Context: an optimization exercise on an open-source flow, tuned for small area. The choices shown serve that exercise and are no tape-out recipe. Where RTL was checked, it was by simulation tests only, not by an equivalence proof against the original. Function not checked in run 2: the RTL went through the layout flow alone. Power is estimated from default activity; no workload was simulated.

==> standard.sh <==
#!/bin/bash
# synth_recipe.tcl (not shown) runs the flow's synth.tcl, then flattens the netlist and writes it again
# the make line also repeats each setting of config.mk as NAME=value (left out here)
make -C /OpenROAD-flow-scripts/flow DESIGN_CONFIG=/design/flow/config.mk WORK_HOME=/design/flow/orfs CLKGATE_MAP_FILE= SYNTH_SCRIPT=/design/flow/synth_recipe.tcl "${@:-finish}"
==> flow/synth.tcl <==
# synth_recipe.tcl with one change: the final ABC mapping uses abc_area.script (beside this
# file) in place of ORFS's speed script. Registers are mapped before ABC and stay as they are.
proc synth {args} { yosys synth -nofsm -noshare {*}$args }
set ::my_abc_script [file join [file dirname [file normalize [info script]]] abc_area.script]
proc abc {args} {
  set i [lsearch $args -script]
  if {$i >= 0} {
    set args [lreplace $args $i [expr {$i + 1}] -script $::my_abc_script]
  }
  yosys abc {*}$args
}
source $::env(SCRIPTS_DIR)/synth.tcl
# left out here: clear keep_hierarchy, flatten, clean up, hide names made inside functions, write 1_2_yosys.v
==> flow/abc_area.script <==
strash
&get -n
&fraig -x
&put
scorr
dc2
dretime
strash
dch -f
map -a
mfs2
strash
&get -n
&dch -f
&nf {D}
&put
buffer -c
upsize -c {D}
dnsize -c {D}
==> constraint.sdc <==
create_clock -name core_clock -period 10.0 [get_ports {aclk}]
set_input_delay 2.0000 -clock core_clock [delete_from_list [all_inputs] [get_ports {aclk}]]
set_output_delay 2.0000 -clock core_clock [all_outputs]
set_load 0.01 [all_outputs]
==> design.v <==
`timescale 1ns / 1ps
package tag_pkg;
    localparam int TIME_BITS = 32;
    localparam int IN_BITS = 96;
    localparam int OUT_BITS = 32;
    localparam logic [2:0] TY_IGN  = 3'd0;   
    localparam logic [2:0] TY_ACK  = 3'd1;
    localparam logic [2:0] TY_AUD  = 3'd2;
    localparam logic [2:0] TY_TICK = 3'd3;   
    localparam logic [2:0] TY_MET  = 3'd4;   
    localparam logic [2:0] TY_BEG  = 3'd5;   
    localparam logic [2:0] TY_BAD  = 3'd6;   
    localparam logic [2:0] TY_FC   = 3'd7;   
    localparam int EV_BITS = 3 + 1 + 1 + 10 + TIME_BITS;
    function automatic logic ge_u32(input logic [31:0] a, input logic [31:0] b);
        logic c;
        c = 1'b1;
        for (int i = 0; i < 32; i++) c = (a[i] & ~b[i]) | (a[i] & c) | (~b[i] & c);
        ge_u32 = c;
    endfunction
    function automatic logic ge_u33(input logic [32:0] a, input logic [32:0] b);
        logic c;
        c = 1'b1;
        for (int i = 0; i < 33; i++) c = (a[i] & ~b[i]) | (a[i] & c) | (~b[i] & c);
        ge_u33 = c;
    endfunction
    function automatic logic ge_u17(input logic [16:0] a, input logic [16:0] b);
        logic c;
        c = 1'b1;
        for (int i = 0; i < 17; i++) c = (a[i] & ~b[i]) | (a[i] & c) | (~b[i] & c);
        ge_u17 = c;
    endfunction
    function automatic logic ge_u16(input logic [15:0] a, input logic [15:0] b);
        logic c;
        c = 1'b1;
        for (int i = 0; i < 16; i++) c = (a[i] & ~b[i]) | (a[i] & c) | (~b[i] & c);
        ge_u16 = c;
    endfunction
    function automatic logic ge_u10(input logic [9:0] a, input logic [9:0] b);
        logic c;
        c = 1'b1;
        for (int i = 0; i < 10; i++) c = (a[i] & ~b[i]) | (a[i] & c) | (~b[i] & c);
        ge_u10 = c;
    endfunction
    function automatic logic [32:0] sub_u32(input logic [31:0] a, input logic [31:0] b);
        logic c;
        logic [31:0] d;
        c = 1'b1;
        for (int i = 0; i < 32; i++) begin
            d[i] = a[i] ^ ~b[i] ^ c;
            c = (a[i] & ~b[i]) | ((a[i] ^ ~b[i]) & c);
        end
        sub_u32 = {c, d};
    endfunction
    function automatic logic [31:0] add_u32(input logic [31:0] a, input logic [31:0] b);
        logic c;
        logic [31:0] s;
        c = 1'b0;
        for (int i = 0; i < 32; i++) begin
            s[i] = a[i] ^ b[i] ^ c;
            c = (a[i] & b[i]) | ((a[i] ^ b[i]) & c);
        end
        add_u32 = s;
    endfunction
    function automatic logic [9:0] add_u9(input logic [8:0] a, input logic [8:0] b,
                                          input logic cin);
        logic c;
        logic [8:0] s;
        c = cin;
        for (int i = 0; i < 9; i++) begin
            s[i] = a[i] ^ b[i] ^ c;
            c = (a[i] & b[i]) | ((a[i] ^ b[i]) & c);
        end
        add_u9 = {c, s};
    endfunction
    function automatic logic carry_u15(input logic [14:0] a, input logic [14:0] b);
        logic c;
        c = 1'b0;
        for (int i = 0; i < 15; i++) c = (a[i] & b[i]) | (a[i] & c) | (b[i] & c);
        carry_u15 = c;
    endfunction
    function automatic logic [63:0] csa(input logic [31:0] a, input logic [31:0] b,
                                        input logic [31:0] c);
        csa = {a ^ b ^ c, ((a & b) | (a & c) | (b & c)) << 1};
    endfunction
    function automatic logic [32:0] add_la(input logic [31:0] a, input logic [31:0] b,
                                           input logic cin);
        logic c, c1;
        logic [31:0] s, g, p;
        g = a & b;
        p = a ^ b;
        c = cin;
        for (int i = 0; i < 32; i += 2) begin
            c1 = g[i] | (p[i] & c);
            s[i] = p[i] ^ c;
            s[i+1] = p[i+1] ^ c1;
            c = g[i+1] | (p[i+1] & g[i]) | (p[i+1] & p[i] & c);
        end
        add_la = {c, s};
    endfunction
endpackage
`timescale 1ns / 1ps
module tag_front (
    input  logic                          aclk,
    input  logic                          aresetn,
    input  logic                          s_tvalid,
    output logic                          s_tready,
    input  logic [tag_pkg::IN_BITS-1:0]   s_tdata,
    output logic                          q_valid,
    input  logic                          q_ready,
    output logic [tag_pkg::EV_BITS-1:0]   q_event
);
    logic [tag_pkg::EV_BITS-1:0] head_reg, tail_reg;
    logic [tag_pkg::EV_BITS-1:0] ev;
    logic [1:0] cnt_reg;
    logic       push, pop;
    logic [2:0] ty;
    logic       f, c, fc, x;
    always_comb begin
        f  = s_tdata[52];
        c  = s_tdata[53];
        fc = f | c;
        case (s_tdata[2:0])
            3'd0: ty = (|s_tdata[50:35]) ? tag_pkg::TY_BEG : tag_pkg::TY_IGN;
            3'd1: ty = tag_pkg::TY_ACK;
            3'd2: ty = tag_pkg::TY_AUD;
            3'd3: ty = fc ? tag_pkg::TY_FC : tag_pkg::TY_TICK;
            3'd4: ty = !s_tdata[54] ? tag_pkg::TY_BAD : (fc ? tag_pkg::TY_FC : tag_pkg::TY_MET);
            default: ty = tag_pkg::TY_IGN;
        endcase
        x = (s_tdata[2:0] == 3'd0) ? s_tdata[51] : (fc ? f : |s_tdata[84:75]);
        ev = {ty, x, |s_tdata[74:65], s_tdata[64:55], s_tdata[34:3]};
    end
    assign s_tready = !cnt_reg[1];
    assign q_valid  = cnt_reg[1] | cnt_reg[0];
    assign q_event  = head_reg;
    assign push     = s_tvalid && s_tready;
    assign pop      = q_valid && q_ready;
    always_ff @(posedge aclk) begin
        if (!aresetn) cnt_reg <= 2'd0;
        else cnt_reg <= cnt_reg + {1'b0, push} - {1'b0, pop};
    end
    always_ff @(posedge aclk) begin
        if (cnt_reg[1] ? pop : (push && (!cnt_reg[0] || pop)))
            head_reg <= cnt_reg[1] ? tail_reg : ev;
        if (push && cnt_reg[0] && !pop) tail_reg <= ev;
    end
endmodule
`timescale 1ns / 1ps
module tag_back (
    input  logic                          aclk,
    input  logic                          aresetn,
    input  logic                          cfg_we,
    input  logic [2:0]                    cfg_addr,
    input  logic [15:0]                   cfg_wdata,
    input  logic                          q_valid,
    output logic                          q_ready,
    input  logic [tag_pkg::EV_BITS-1:0]   q_event,
    output logic                          m_tvalid,
    input  logic                          m_tready,
    output logic [tag_pkg::OUT_BITS-1:0]  m_tdata
);
    logic [15:0] min_gain_reg, cal_gain_reg, max_gain_reg, tmo_reg;
    logic [9:0]  reduce_reg, stop_reg;
    logic [15:0] wd0, wd1;
    logic [5:0]  cfg_en;
    assign wd0 = cfg_wdata & {16{aresetn}};
    assign wd1 = cfg_wdata | {16{!aresetn}};
    always_comb
        for (int k = 0; k < 6; k++)
            cfg_en[k] = !aresetn || (cfg_we && cfg_addr == 3'(k));
    always_ff @(posedge aclk) begin
        if (cfg_en[0]) min_gain_reg <= (wd1 & 16'h0010) | (wd0 & ~16'h0010);
        if (cfg_en[1]) cal_gain_reg <= (wd1 & 16'h0400) | (wd0 & ~16'h0400);
        if (cfg_en[2]) max_gain_reg <= (wd1 & 16'h8000) | (wd0 & ~16'h8000);
        if (cfg_en[3]) reduce_reg   <= (wd1[9:0] & 10'h005) | (wd0[9:0] & ~10'h005);
        if (cfg_en[4]) stop_reg     <= (wd1[9:0] & 10'h00a) | (wd0[9:0] & ~10'h00a);
        if (cfg_en[5]) tmo_reg      <= (wd1 & 16'h03e8) | (wd0 & ~16'h03e8);
    end
    logic        act_reg, latch_reg, cal_reg, ov_reg;
    logic [15:0] gain_reg;
    logic        aud_reg, red_reg, stab_reg;
    logic [1:0]  hc_reg;      
    logic [31:0] start_t, adj_t, mtime_t, last_t, stab_t, hs_t, lh_t, red_t;
    logic        lh_nb;
    logic        res_acc;
    logic [1:0]  res_oc;
    logic [3:0]  res_code;
    logic [2:0]  ty;
    logic        x, comp;
    logic [9:0]  alc;
    logic [31:0] now;
    assign {ty, x, comp, alc, now} = q_event;
    logic take;
    assign q_ready = !ov_reg || m_tready;
    assign take = q_valid && q_ready;
    logic [32:0] n400, n501, n600, n1200, n1500, n15000;
    assign n400   = tag_pkg::add_la(now, ~32'd400, 1'b1);
    assign n501   = tag_pkg::add_la(now, ~32'd501, 1'b1);
    assign n600   = tag_pkg::add_la(now, ~32'd600, 1'b1);
    assign n1200  = tag_pkg::add_la(now, ~32'd1200, 1'b1);
    assign n1500  = tag_pkg::add_la(now, ~32'd1500, 1'b1);
    assign n15000 = tag_pkg::add_la(now, ~32'd15000, 1'b1);
    logic [32:0] dl_sum;
    logic [15:0] dl, hx, hmask;
    logic        bl, he0, he1;
    assign dl_sum = tag_pkg::add_la({16'd0, now[15:0]}, {16'd0, ~mtime_t[15:0]}, 1'b1);
    assign dl = dl_sum[15:0];
    assign bl = !dl_sum[16];
    assign hx = now[31:16] ^ mtime_t[31:16];
    always_comb begin
        hmask[0] = 1'b1;
        for (int i = 1; i < 16; i++) hmask[i] = hmask[i-1] & mtime_t[16+i-1];
    end
    assign he0 = (hx == 16'd0);
    assign he1 = (hx == hmask) && !(hmask[15] && mtime_t[31]);
    logic a_hs1500, a_st15000, a_last1500, a_adj600, a_last501, a_stab1200, a_lh200;
    logic a_red400, a_hs600, meter_to;
    assign a_hs1500   = n1500[32]  && tag_pkg::ge_u32(n1500[31:0], hs_t);
    assign a_st15000  = n15000[32] && tag_pkg::ge_u32(n15000[31:0], start_t);
    assign a_last1500 = n1500[32]  && tag_pkg::ge_u32(n1500[31:0], last_t);
    assign a_adj600   = n600[32]   && tag_pkg::ge_u32(n600[31:0], adj_t);
    assign a_last501  = n501[32]   && tag_pkg::ge_u32(n501[31:0], last_t);
    assign a_stab1200 = n1200[32]  && tag_pkg::ge_u32(n1200[31:0], stab_t);
    assign a_lh200    = tag_pkg::ge_u33(n600, {lh_nb, lh_t});
    assign a_red400   = n400[32]   && tag_pkg::ge_u32(n400[31:0], red_t);
    assign a_hs600    = n600[32]   && tag_pkg::ge_u32(n600[31:0], hs_t);
    assign meter_to   = !(bl ? he1 : he0) || tag_pkg::ge_u16(dl, tmo_reg);
    logic [31:0] g, x5, s1, c1, s2, c2, p;
    logic [32:0] x5_sum, p_sum;
    logic        c15;
    assign g = {16'd0, gain_reg};
    assign x5_sum = tag_pkg::add_la(g, g << 2, 1'b0);
    assign x5 = x5_sum[31:0];
    assign {s1, c1} = tag_pkg::csa(x5, x5 << 10, x5 << 13);
    assign {s2, c2} = tag_pkg::csa(s1, c1, g << 8);
    assign c15 = tag_pkg::carry_u15(s2[14:0], c2[14:0]);
    assign p_sum = tag_pkg::add_la({15'd0, s2[31:15]}, {15'd0, c2[31:15]}, c15);
    assign p = {p_sum[16:0], 15'd0};
    logic lt_gmax, le_gmin, gt_maxmin, lt_up, gt_dn;
    assign lt_gmax   = !tag_pkg::ge_u16(gain_reg, max_gain_reg);
    assign le_gmin   = tag_pkg::ge_u16(min_gain_reg, gain_reg);
    assign gt_maxmin = !tag_pkg::ge_u16(min_gain_reg, max_gain_reg);
    assign lt_up     = !tag_pkg::ge_u17(p[31:15], {1'b0, max_gain_reg});
    assign gt_dn     = !tag_pkg::ge_u16(min_gain_reg, p[31:16]);
    logic is_met, is_beg, is_aud;
    logic [3:0] tcode;
    logic tt, stop_c, low_c, alc3, nready, quiet, red_hold;
    logic [1:0] hc_inc;
    logic lh_up;
    logic beg_ok, mpath, up, down, trip11, trip12, calib, trip;
    logic [3:0] code;
    always_comb begin
        is_met = (ty == tag_pkg::TY_MET);
        is_beg = (ty == tag_pkg::TY_BEG);
        is_aud = (ty == tag_pkg::TY_AUD);
        if (meter_to) tcode = 4'd3;
        else if (hc_reg == 2'd3 && a_hs1500) tcode = 4'd4;
        else if (cal_reg && a_st15000) tcode = 4'd5;
        else if (a_last1500) tcode = 4'd6;
        else tcode = 4'd0;
        tt = (tcode != 4'd0);
        stop_c = tag_pkg::ge_u10(alc, stop_reg);
        low_c  = !tag_pkg::ge_u10(alc, reduce_reg);
        alc3   = (alc >= 10'd3);
        nready = cal_reg && !(aud_reg && a_adj600);
        quiet  = !aud_reg || a_last501;       
        red_hold = red_reg && !a_red400;
        lh_up  = (hc_reg == 2'd0) || a_lh200;
        hc_inc = (hc_reg == 2'd3) ? 2'd3 : hc_reg + 2'd1;
        beg_ok = is_beg && !act_reg && !latch_reg;
        mpath  = act_reg && is_met && !tt && !(cal_reg && x) && !comp && !stop_c && !nready;
        up     = mpath && low_c && cal_reg && !quiet && !alc3;
        down   = mpath && !low_c && !red_hold && !le_gmin;
        calib  = mpath && low_c && cal_reg && !quiet && alc3 && stab_reg && a_stab1200;
        trip11 = up && !lt_gmax;
        trip12 = mpath && !low_c && !red_hold && le_gmin &&
                 (lh_up ? hc_inc : hc_reg) == 2'd3 && a_hs600;
        trip = 1'b0;
        code = 4'd0;
        if (act_reg) begin
            unique case (ty)
                tag_pkg::TY_TICK: begin trip = tt; code = tcode; end
                tag_pkg::TY_FC:   begin trip = 1'b1; code = x ? 4'd1 : 4'd2; end
                tag_pkg::TY_BAD:  begin trip = 1'b1; code = 4'd7; end
                tag_pkg::TY_MET: begin
                    trip = 1'b1;
                    if (tt) code = tcode;
                    else if (cal_reg && x) code = 4'd8;
                    else if (comp) code = 4'd9;
                    else if (stop_c) code = 4'd10;
                    else if (trip11) code = 4'd11;
                    else if (trip12) code = 4'd12;
                    else trip = 1'b0;
                end
                default: ;
            endcase
        end
    end
    logic sel_cal, sel_min, sel_max, sel_up, sel_dn, gain_en;
    logic [15:0] gain_d;
    always_comb begin
        sel_cal = beg_ok && x;
        sel_min = (beg_ok && !x && (lt_gmax ? le_gmin : !gt_maxmin)) || (down && !gt_dn);
        sel_max = (beg_ok && !x && !lt_gmax && gt_maxmin) || (up && lt_gmax && !lt_up);
        sel_up  = up && lt_gmax && lt_up;
        sel_dn  = down && gt_dn;
        gain_en = !aresetn || (take && (sel_cal || sel_min || sel_max || sel_up || sel_dn));
        gain_d  = ({16{aresetn && sel_cal}} & cal_gain_reg) |
                  ({16{aresetn && sel_min}} & min_gain_reg) |
                  ({16{aresetn && sel_max}} & max_gain_reg) |
                  ({16{aresetn && sel_up}}  & p[30:15]) |
                  ({16{aresetn && sel_dn}}  & p[31:16]);
    end
    always_ff @(posedge aclk) begin
        if (gain_en) gain_reg <= gain_d;
    end
    always_ff @(posedge aclk) begin
        if (!aresetn) begin
            act_reg <= 1'b0; latch_reg <= 1'b0; cal_reg <= 1'b0; ov_reg <= 1'b0;
        end else begin
            if (take) begin
                if (beg_ok) begin
                    act_reg <= 1'b1; cal_reg <= x;
                end else if (trip) begin
                    act_reg <= 1'b0; cal_reg <= 1'b0; latch_reg <= 1'b1;
                end
                if (ty == tag_pkg::TY_ACK && !act_reg) latch_reg <= 1'b0;
            end
            if (take) ov_reg <= 1'b1;
            else if (m_tready) ov_reg <= 1'b0;
        end
    end
    always_ff @(posedge aclk) begin
        if (take) begin
            if (is_beg && !act_reg) begin
                start_t <= now; mtime_t <= now; last_t <= now; adj_t <= now;
                aud_reg <= 1'b0; red_reg <= 1'b0; stab_reg <= 1'b0; hc_reg <= 2'd0;
            end
            if (is_aud) begin
                last_t <= now; aud_reg <= 1'b1;
                if (!aud_reg) adj_t <= now;
            end
            if (ty == tag_pkg::TY_MET) begin
                mtime_t <= now;
                if (nready) begin
                    hc_reg <= 2'd0; stab_reg <= 1'b0;
                end else if (low_c) begin
                    hc_reg <= 2'd0;
                    if (cal_reg) begin
                        if (quiet) stab_reg <= 1'b0;
                        else if (alc3) begin
                            if (!stab_reg) begin stab_reg <= 1'b1; stab_t <= now; end
                        end else begin
                            stab_reg <= 1'b0; adj_t <= now;
                        end
                    end
                end else begin
                    stab_reg <= 1'b0;
                    if (hc_reg == 2'd0) hs_t <= now;
                    if (lh_up) begin hc_reg <= hc_inc; {lh_nb, lh_t} <= n400; end
                    if (!red_hold && !le_gmin) begin
                        adj_t <= now; red_reg <= 1'b1; red_t <= now;
                        if (cal_reg) hc_reg <= 2'd0;
                    end
                end
            end
        end
    end
    always_ff @(posedge aclk) begin
        if (take) begin
            res_acc  <= beg_ok;
            res_code <= code;
            res_oc   <= trip ? 2'd1 : (down ? 2'd2 : (calib ? 2'd3 : 2'd0));
        end
    end
    assign m_tvalid = ov_reg;
    assign m_tdata = {5'd0, res_oc == 2'd1, cal_reg, latch_reg, act_reg, gain_reg, res_code,
        res_oc, res_acc};
endmodule
`timescale 1ns / 1ps
module tx_alc_guard (
    input  logic        aclk,
    input  logic        aresetn,
    input  logic        s_tvalid,
    output logic        s_tready,
    input  logic [95:0] s_tdata,
    output logic        m_tvalid,
    input  logic        m_tready,
    output logic [31:0] m_tdata,
    input  logic        cfg_we,
    input  logic [2:0]  cfg_addr,
    input  logic [15:0] cfg_wdata
);
    logic                        q_valid, q_ready;
    logic [tag_pkg::EV_BITS-1:0] q_event;
    tag_front u_front (
        .aclk(aclk), .aresetn(aresetn), .s_tvalid(s_tvalid), .s_tready(s_tready),
        .s_tdata(s_tdata), .q_valid(q_valid), .q_ready(q_ready), .q_event(q_event)
    );
    tag_back u_back (
        .aclk(aclk), .aresetn(aresetn), .cfg_we(cfg_we), .cfg_addr(cfg_addr),
        .cfg_wdata(cfg_wdata), .q_valid(q_valid), .q_ready(q_ready),
        .q_event(q_event), .m_tvalid(m_tvalid), .m_tready(m_tready), .m_tdata(m_tdata)
    );
endmodule
==> config.mk <==
export PLATFORM = sky130hd
export DESIGN_NAME = tx_alc_guard
export DESIGN_NICKNAME = tx_alc_guard
export VERILOG_FILES = /design/flow/design.v
export SDC_FILE = /design/flow/constraint.sdc
export NUM_CORES = 4
export LEC_CHECK = 0
export CAP_MARGIN = 20
export CORE_MARGIN = 2
export CORE_UTILIZATION = 40
export SLEW_MARGIN = 20
==> flow/run.sh <==
#!/bin/bash
# The standard layout (standard.sh) with three changes:
#  - synthesis runs flow/synth.tcl: synth_recipe.tcl with an area-oriented ABC script
#  - ports are buffered with the smallest buffer (buf_1)
#  - clock tree synthesis clusters the flip-flops explicitly (clkbuf_8 leaves, clkbuf_16
#    root) and adds no dummy loads
# make's full output goes to flow.log; ORFS's per-step logs stay under orfs/logs.
set -euo pipefail
here=$(pwd)
bash standard.sh \
  SYNTH_SCRIPT="$here/flow/synth.tcl" \
  BUFFER_PORTS_ARGS="-buffer_cell sky130_fd_sc_hd__buf_1" \
  CTS_ARGS="-sink_clustering_enable -repair_clock_nets -dont_use_dummy_load -buf_list sky130_fd_sc_hd__clkbuf_8 -root_buf sky130_fd_sc_hd__clkbuf_16 -sink_clustering_size 17 -sink_clustering_max_diameter 70" \
  finish > flow.log 2>&1
==> flow_summary.yaml, run 1 <==
run_status:
  status: "timing/DRC/antenna clean"
flow_run:
  maxCapViolCount: 0
clock_tree:
  cts_max_level: 2
  clk_pin_slew_ps: 100
  cts-root-buf: "clkbuf_16"
  clock-sinks: 469
  clk_path_buf_depth: 3
  clkLatencyLatePin_ps: 580
  tritoncts: "built"
  numCtsBuffers: 39
sta:
  max_freq_mhz: 107.5
  drv_slew: 0
  hold_viol_final: 0
  period_minus_slack_ps: 9304
  finClkSkew_ps: 75.91
  tightest_slew_ps: 1061
  fin_crit_sh_pct: 93.04
  setup_tns_ps: 0
  slew_headroom_pct: 29.26
  rsz0062_at_grt: "no"
  final.setup.worst_slack_ps: 696.2
  setup_viol: 0
worst_setup_path:
  crit_buf_inv: 2
  worst-path-max-fanout: 16
  worst_path_most_repeated_cell: "o21bai_1"
  cpPeakStageDelay_ps: 650
  start_kind: "flip-flop"
  worstPathRequired_ps: 10250
  slowest_stage: "fa_1"
  cp-end-kind: "flip-flop"
  critical_path.top_delay_family: "compound AO/OA/AOI/OAI gates"
  crit_type: "reg -> reg"
  cp.arrival_ps: 9560
place:
  globalplace.congestion: 0.8697
  io_buffers: 137
  placedCellCount: 3276
  place_ws_ps: 494.7
  dp_hpwl_um: 48970
floorplan:
  die_w_um: 262.9
  die-area_um2: 69100
  ios: 154
  die_h_um: 262.9
  num_rows: 94
  coreArea_um2: 66100
  initial_utilization_pct: 40.55
logic_synthesis:
  syn_area_per_cell_um2: 11.71
  yosysTopAreaCell: "edfxtp_1"
  yosysWarnings: 2
  synth_flop_cell: "edfxtp_1"
  synth-edff-count: 463
  ys_seq_area_share_pct: 52.32
  netlist_area_um2: 26800
  yosysTopAreaCellShare_pct: 51.87
  async_flop_share_pct: 0
  syn_inst: 2290
  ys_types: 75
  synth_area_leaders: "edfxtp_1 52%, ha_1 7.5%, inv_1 3.3%"
  ys_ff_latch: 469
final_layout:
  multi_input_area_um2: 11740
  fin_cells: 3319
  register_area_um2: 14020
  fillers: 6202
  layout-drive-gt1-share_pct: 7.335
  area_growth_pct: 8.752
  fin_nets: 2778
global_route:
  grt_pass1_vias: 19090
  antenna_found_initial: 2
  grt_max_degree: 54
  grtUsageTotal_pct: 18.85
  grt_overflow: 0
  grt_pass1_wl_um: 105300
drt:
  vias_per_cell: 5.635
  wirelength_um: 65870
  first_iter_violations: 1434
  dr.pass1.iters: 6
  vias: 18700
  wire_per_inst_um: 19.85
  antenna_left: 0
  drcViolationCount: 0
pwr:
  leakagePower_nw: 10.84
  totalPowerFinal_mw: 8.702
  ir_worst_vdd_mv: 0.2554
  power.density_nw_per_um2: 298.5
min_path:
  min_path_type: "reg -> reg"
==> path summary, 6_finish.rpt <==
check                      from                  end  slack (ps)  cells past startpoint
max          u_back.gain_reg[1]  u_back.gain_reg[10]         700                     43
min               u_back.ov_reg        u_back.ov_reg         530                      2
max reg2reg  u_back.gain_reg[1]  u_back.gain_reg[10]         700                     43
min reg2reg       u_back.ov_reg        u_back.ov_reg         530                      2
==> cells in the mapped netlist (4+ instances only) <==
library cell,number
a21o_1,9
inv_1,237
edfxtp_1,463
a21oi_2,5
buf_4,12
o21ai_0,80
o22a_1,39
o2bb2ai_1,8
nand2b_1,20
buf_2,11
o22ai_1,116
o211ai_1,8
ha_1,161
o2111ai_1,11
nand3_1,22
o21ai_1,18
xor2_1,39
a21oi_1,150
mux2_2,60
xnor2_1,92
a22o_1,51
o21a_1,4
a31oi_1,11
maj3_1,7
nand4_1,9
a222oi_1,4
and3_1,28
and2_1,35
a221oi_1,20
or2_2,5
a22oi_1,107
nor3_1,12
clkbuf_1,25
nand2_1,132
nor2b_1,9
nor2_1,100
fa_1,41
o21bai_1,31
dfxtp_1,6
o221ai_1,30
nor4_1,14
==> layout by cell type, fill, tap and decap left out, drive strengths merged, types with 7 or more instances in the layout <==
cell type / n
mux2: 60
maj3: 7
nor2: 103
o21bai: 32
conb: 7
nand3: 22
a22oi: 107
nor2b: 9
nand4: 11
inv: 239
buf: 171
xor2: 39
o211ai: 9
ha: 161
o21ai: 99
and3: 29
nand2b: 20
o22ai: 116
o2bb2ai: 8
a21oi: 155
fa: 41
o22a: 39
xnor2: 93
o221ai: 30
a21o: 9
nand2: 133
o2111ai: 11
nor3: 12
a22o: 51
nor4: 16
a31oi: 11
and2: 35
a221oi: 20
edfxtp: 463
clkbuf: 40
==> tightest hold or removal path: cells and delay by family, from the launching register on <==
kind               cells  cell delay (ps)
DFF                    1              340
AOI/OAI and AO/OA      1               60
and+or+nand+nor        1               90
==> per-stage QoR <==
stage | hold WS [ps] | instance area [µm²] | utilization (%)
after floorplan | 487.4 | 26820 | -
after global placement | 498.5 | 28460 | 43.06
after detailed placement | 510.5 | 28460 | 43.06
after CTS | 530.2 | 29060 | 43.96
after global routing | 553.8 | 29150 | 44.10
final | 529.8 | 29150 | 44.10
==> layer usage <==
| layer | wire length (µm) | up-vias | share of wire [%] | GRT usage (%) |
|---|---|---|---|---|
| met1 | 30430 | 9155 | 46 | 26.00 |
| met4 | 1326 | 4 | 2.0 | 4.309 |
| met2 | 30650 | 457 | 47 | 30.86 |
| met5 | 26 | - | 0.039 | 0 |
| li1 | - | 8999 | - | - |
| met3 | 3432 | 88 | 5.2 | 3.533 |
==> where the power goes <==
part / internal [mW] / total, mW / switching [mW]
sequential: 2.70 / 3.08 / 0.376
combinational: 1.85 / 4.60 / 2.75
clock: 0.398 / 1.02 / 0.626
==> final cells by class <==
| class | instances | area share (%) |
|---|---|---|
| inverter | 239 | 3.078 |
| sequential | 469 | 48.11 |
| clock buffer | 39 | 2.035 |
| antenna | 1 | 0.008584 |
| multi-input combinational | 1535 | 40.28 |
| timing repair buffer | 172 | 2.781 |
| tap | 864 | 3.708 |
==> cell families after synthesis <==
group	Yosys count	synth area share [%]
xor gates and xnor gates	132	4.341
AOI/OAI and AO/OA	721	18.20
and+or+nand+nor	405	7.371
muxes	61	2.558
adders and majority gates	209	10.84
DFF	469	52.32
other	2	0.02802
buffers and inverters	291	4.350
==> what timing repair did <==
| action | 4_1_cts | 5_1_grt |
|---|---|---|
| gates resized for setup | 0 | 7 |
| setup buffers | 0 | 1 |
| hold buffers | 0 | 0 |
| setup endpoints to repair | 0 | 16 |
==> run 2: changes to the inputs <==
--- a/design.v
+++ b/design.v
@@ -226,17 +226,15 @@
     assign a_red400   = n400[32]   && tag_pkg::ge_u32(n400[31:0], red_t);
     assign a_hs600    = n600[32]   && tag_pkg::ge_u32(n600[31:0], hs_t);
     assign meter_to   = !(bl ? he1 : he0) || tag_pkg::ge_u16(dl, tmo_reg);
-    logic [31:0] g, x5, s1, c1, s2, c2, p;
-    logic [32:0] x5_sum, p_sum;
-    logic        c15;
+    logic [31:0] g, x5, x45, x181, p;
+    logic [32:0] p_sum, x45s;
     assign g = {16'd0, gain_reg};
-    assign x5_sum = tag_pkg::add_la(g, g << 2, 1'b0);
-    assign x5 = x5_sum[31:0];
-    assign {s1, c1} = tag_pkg::csa(x5, x5 << 10, x5 << 13);
-    assign {s2, c2} = tag_pkg::csa(s1, c1, g << 8);
-    assign c15 = tag_pkg::carry_u15(s2[14:0], c2[14:0]);
-    assign p_sum = tag_pkg::add_la({15'd0, s2[31:15]}, {15'd0, c2[31:15]}, c15);
-    assign p = {p_sum[16:0], 15'd0};
+    assign x5   = tag_pkg::add_u32(g, g << 2);
+    assign x45s = tag_pkg::add_la(x5, x5 << 3, 1'b0);
+    assign x45  = x45s[31:0];
+    assign x181 = tag_pkg::add_u32(x45 << 2, g);
+    assign p_sum = tag_pkg::add_la(x181 << 8, x5, 1'b0);
+    assign p = p_sum[31:0];
     logic lt_gmax, le_gmin, gt_maxmin, lt_up, gt_dn;
     assign lt_gmax   = !tag_pkg::ge_u16(gain_reg, max_gain_reg);
     assign le_gmin   = tag_pkg::ge_u16(min_gain_reg, gain_reg);
==> run 2 against run 1 <==
Net effect:
- still clean on timing, DRC and antenna
- routed wire length decreased by 2.2%
- register-to-register slack lost 410 ps
- cell count down 0.15%
- first-iteration DRC count rose by 2.7%
- non-clock buffer count rose by 35
- synthesized cell count fell by 1.7%
- worst setup slack worse by 410 ps
- largest power group unchanged
- highest routed layer unchanged
==> flow_summary.yaml, run 2 <==
final_layout:
  fin_cells: 3314
  stdcell_area_um2: 29450
  final_common_cell: "edfxtp_1"
  fillers: 6091
  area_growth_pct: 10.45
  antennaDiodeCount: 0
  fin_nets: 2767
  layout-drive-gt1-share_pct: 10.12
  most-common-layout-cells: "463 x edfxtp_1, 216 x inv_1, 148 x ha_1"
sta:
  drv_slew: 0
  setup_viol: 0
  finalHoldWorstSlack_ps: 474.7
  finClkSkew_ps: 131.6
  fin_crit_sh_pct: 97.14
  period_minus_slack_ps: 9714
  max_freq_mhz: 102.9
  rsz0062_at_grt: "yes"
  setup_tns_ps: 0
  tightest_slew_ps: 1084
  slew_headroom_pct: 25.85
  hold_viol_final: 0
global_route:
  grtUsageTotal_pct: 18.66
  grt_pass1_wl_um: 102900
  grt_overflow: 0
  grt_max_degree: 53
  grt_pass1_vias: 19250
  antenna_found_initial: 1
place:
  placedCellCount: 3268
  globalplace.congestion: 0.8739
  dp_hpwl_um: 47570
  io_buffers: 137
  postPlaceCellArea_um2: 28600
clock_tree:
  clk_pin_slew_ps: 110
  clock-sinks: 469
  cts_max_level: 2
  cts-root-buf: "clkbuf_16"
  clkLatencyLatePin_ps: 580
  ctsHoldBuffers: 0
  numCtsBuffers: 40
  tritoncts: "built"
  clk_path_buf_depth: 3
min_path:
  min_path_type: "reg -> reg"
drt:
  wirelength_um: 64420
  vias_per_cell: 5.648
  dr.pass1.iters: 6
  antenna_left: 0
  drcViolationCount: 0
  vias: 18720
  wire_per_inst_um: 19.44
  first_iter_violations: 1473
logic_synthesis:
  ys_seq_area_share_pct: 52.60
  async_flop_share_pct: 0
  ys_ff_latch: 469
  syn_inst: 2251
  syn_area_per_cell_um2: 11.84
  yosysMostFrequentCell: "edfxtp_1"
  synth_area_leaders: "edfxtp_1 52%, ha_1 7.1%, xnor2_1 3.4%"
  yosysWarnings: 2
  synth_flop_cell: "edfxtp_1"
  synth_common_cells: "463 x edfxtp_1, 220 x inv_1, 152 x ha_1"
  netlist_area_um2: 26660
  yosysTopAreaCellShare_pct: 52.14
  yosysTopAreaCell: "edfxtp_1"
  ys_types: 80
  synth-edff-count: 463
floorplan:
  initial_utilization_pct: 40.48
  die_h_um: 262.2
  ios: 154
  die-area_um2: 68740
  die_w_um: 262.2
  coreArea_um2: 65860
  num_rows: 94
worst_setup_path:
  start_kind: "flip-flop"
  cp-end-kind: "flip-flop"
  worst-path-max-fanout: 8
  cpPeakStageDelay_ps: 520
  slowest_stage: "fa_1"
  crit_buf_inv: 3
  cp.arrival_ps: 9990
  worst_path_most_repeated_cell: "fa_2"
  critical_path.top_delay_family: "adder cells"
  crit_type: "reg -> reg"
  worstPathRequired_ps: 10280
pwr:
  leakagePower_nw: 10.94
  ir_worst_vdd_mv: 0.2462
  power.density_nw_per_um2: 328.0
flow_run:
  maxCapViolCount: 0
run_status:
  status: "timing/DRC/antenna clean"
-- run 2: cell count changes in the layout (fill, tap and decap cells not counted), moves of 12 or more --
cell     before  now
buf_4        33   67
a22oi_1     107   82
inv_1       236  216
o21ai_0      76   60
fa_2          0   14
nor2_1       98   84
ha_1        161  148
o21ai_1      22   35
fa_1         41   29
xnor2_1      91  103
-- run 2: final timing paths --
kind | from | end | slack, ps | depth (start not counted)
hold reg to reg | u_front.tail_reg[42] | u_front.head_reg[42] | 470 | 1
hold / removal | u_front.tail_reg[42] | u_front.head_reg[42] | 470 | 1
setup / recovery | u_back.gain_reg[2] | u_back.gain_reg[14] | 290 | 43
setup reg to reg | u_back.gain_reg[2] | u_back.gain_reg[14] | 290 | 43
-- run 2: power by group --
| group | internal, mW | total (mW) | switching [mW] |
|---|---|---|---|
| clock | 0.406 | 1.03 | 0.624 |
| combinational | 2.40 | 5.55 | 3.15 |
| sequential | 2.70 | 3.08 | 0.382 |
| total | 5.51 | 9.66 | 4.15 |
-- run 2: stage by stage --
| stage | util (%) | power [mW] | setup WS [ps] |
|---|---|---|---|
| floorplan | - | 6.627 | 397.7 |
| global placement | 43.43 | 8.327 | -347.5 |
| detailed placement | 43.43 | 8.428 | -405.8 |
| CTS | 44.46 | 9.556 | 25.82 |
| global route | 44.71 | 10.44 | -38.88 |
| finish | 44.71 | 9.661 | 285.9 |
-- run 2: layout make-up --
type	instances	area (µm²)	area share, %
timing repair buffer	207	1086	3.688
sequential	469	14020	47.62
inverter	222	835.8	2.838
tap	864	1081	3.671
clock buffer	40	606.8	2.061
multi-input combinational	1512	11820	40.12
-- run 2: cells by family after synthesis --
group / Yosys count / synth area share (%)
buf+inv: 277 / 4.125
simple gates: 404 / 7.621
compound gates: 703 / 18.03
fa+ha+maj: 201 / 10.59
flops: 469 / 52.60
other cells: 2 / 0.02817
mux: 62 / 2.614
xor+xnor: 133 / 4.397
-- run 2: worst reg2reg max path: cells and delay by family, from the launching register on --
kind / cells / cell delay, ps
adders and majority gates: 20 / 6290
DFF: 1 / 360
and+or+nand+nor: 2 / 230
AOI/OAI and AO/OA: 18 / 2420
buffers and inverters: 3 / 190
-- run 2: timing repair --
item,CTS,global route
pin swaps,4,15
gates cloned,2,0
setup endpoints to repair,16,16
gates resized for setup,15,30
setup buffers,1,2
-- run 2: metal layers --
metal | track usage [%] | vias to the layer above | wire, µm | part of all wire (%)
li1 | - | 8960 | - | -
met4 | 5.289 | 2 | 1482 | 2.3
met1 | 25.53 | 9193 | 29530 | 46
met3 | 2.344 | 100 | 2843 | 4.4
met2 | 31.20 | 461 | 30550 | 47
met5 | 0 | - | 11 | 0.017

==> re-timing with driven ports <==
The flow's constraints put no driver on any port. The routed layouts listed below were extracted and timed again, unchanged, in two steps. Step 1 (the two cells are an assumption about what drives the block):
set clk [get_ports {aclk}]
set_driving_cell -lib_cell sky130_fd_sc_hd__clkbuf_16 $clk
set_driving_cell -lib_cell sky130_fd_sc_hd__buf_2 [delete_from_list [all_inputs] $clk]
Step 2 also shifts input and output timing later by t, the mid clock arrival at the registers, as if the neighbouring blocks saw the same clock. a / b / c = ideal / step 1 / step 2; a / b = the first two.
| run | shift t [ns] | setup slack, ns | worst slew at a driven data input, ns |
|---|---|---|---|
| run 1 | 0.601 | 0.696 / 0.696 / 0.696 | 0.12 |
| run 2 | 0.572 | 0.286 / 0.286 / 0.286 | 0.09 |
After both steps setup and hold are still met in every run listed.
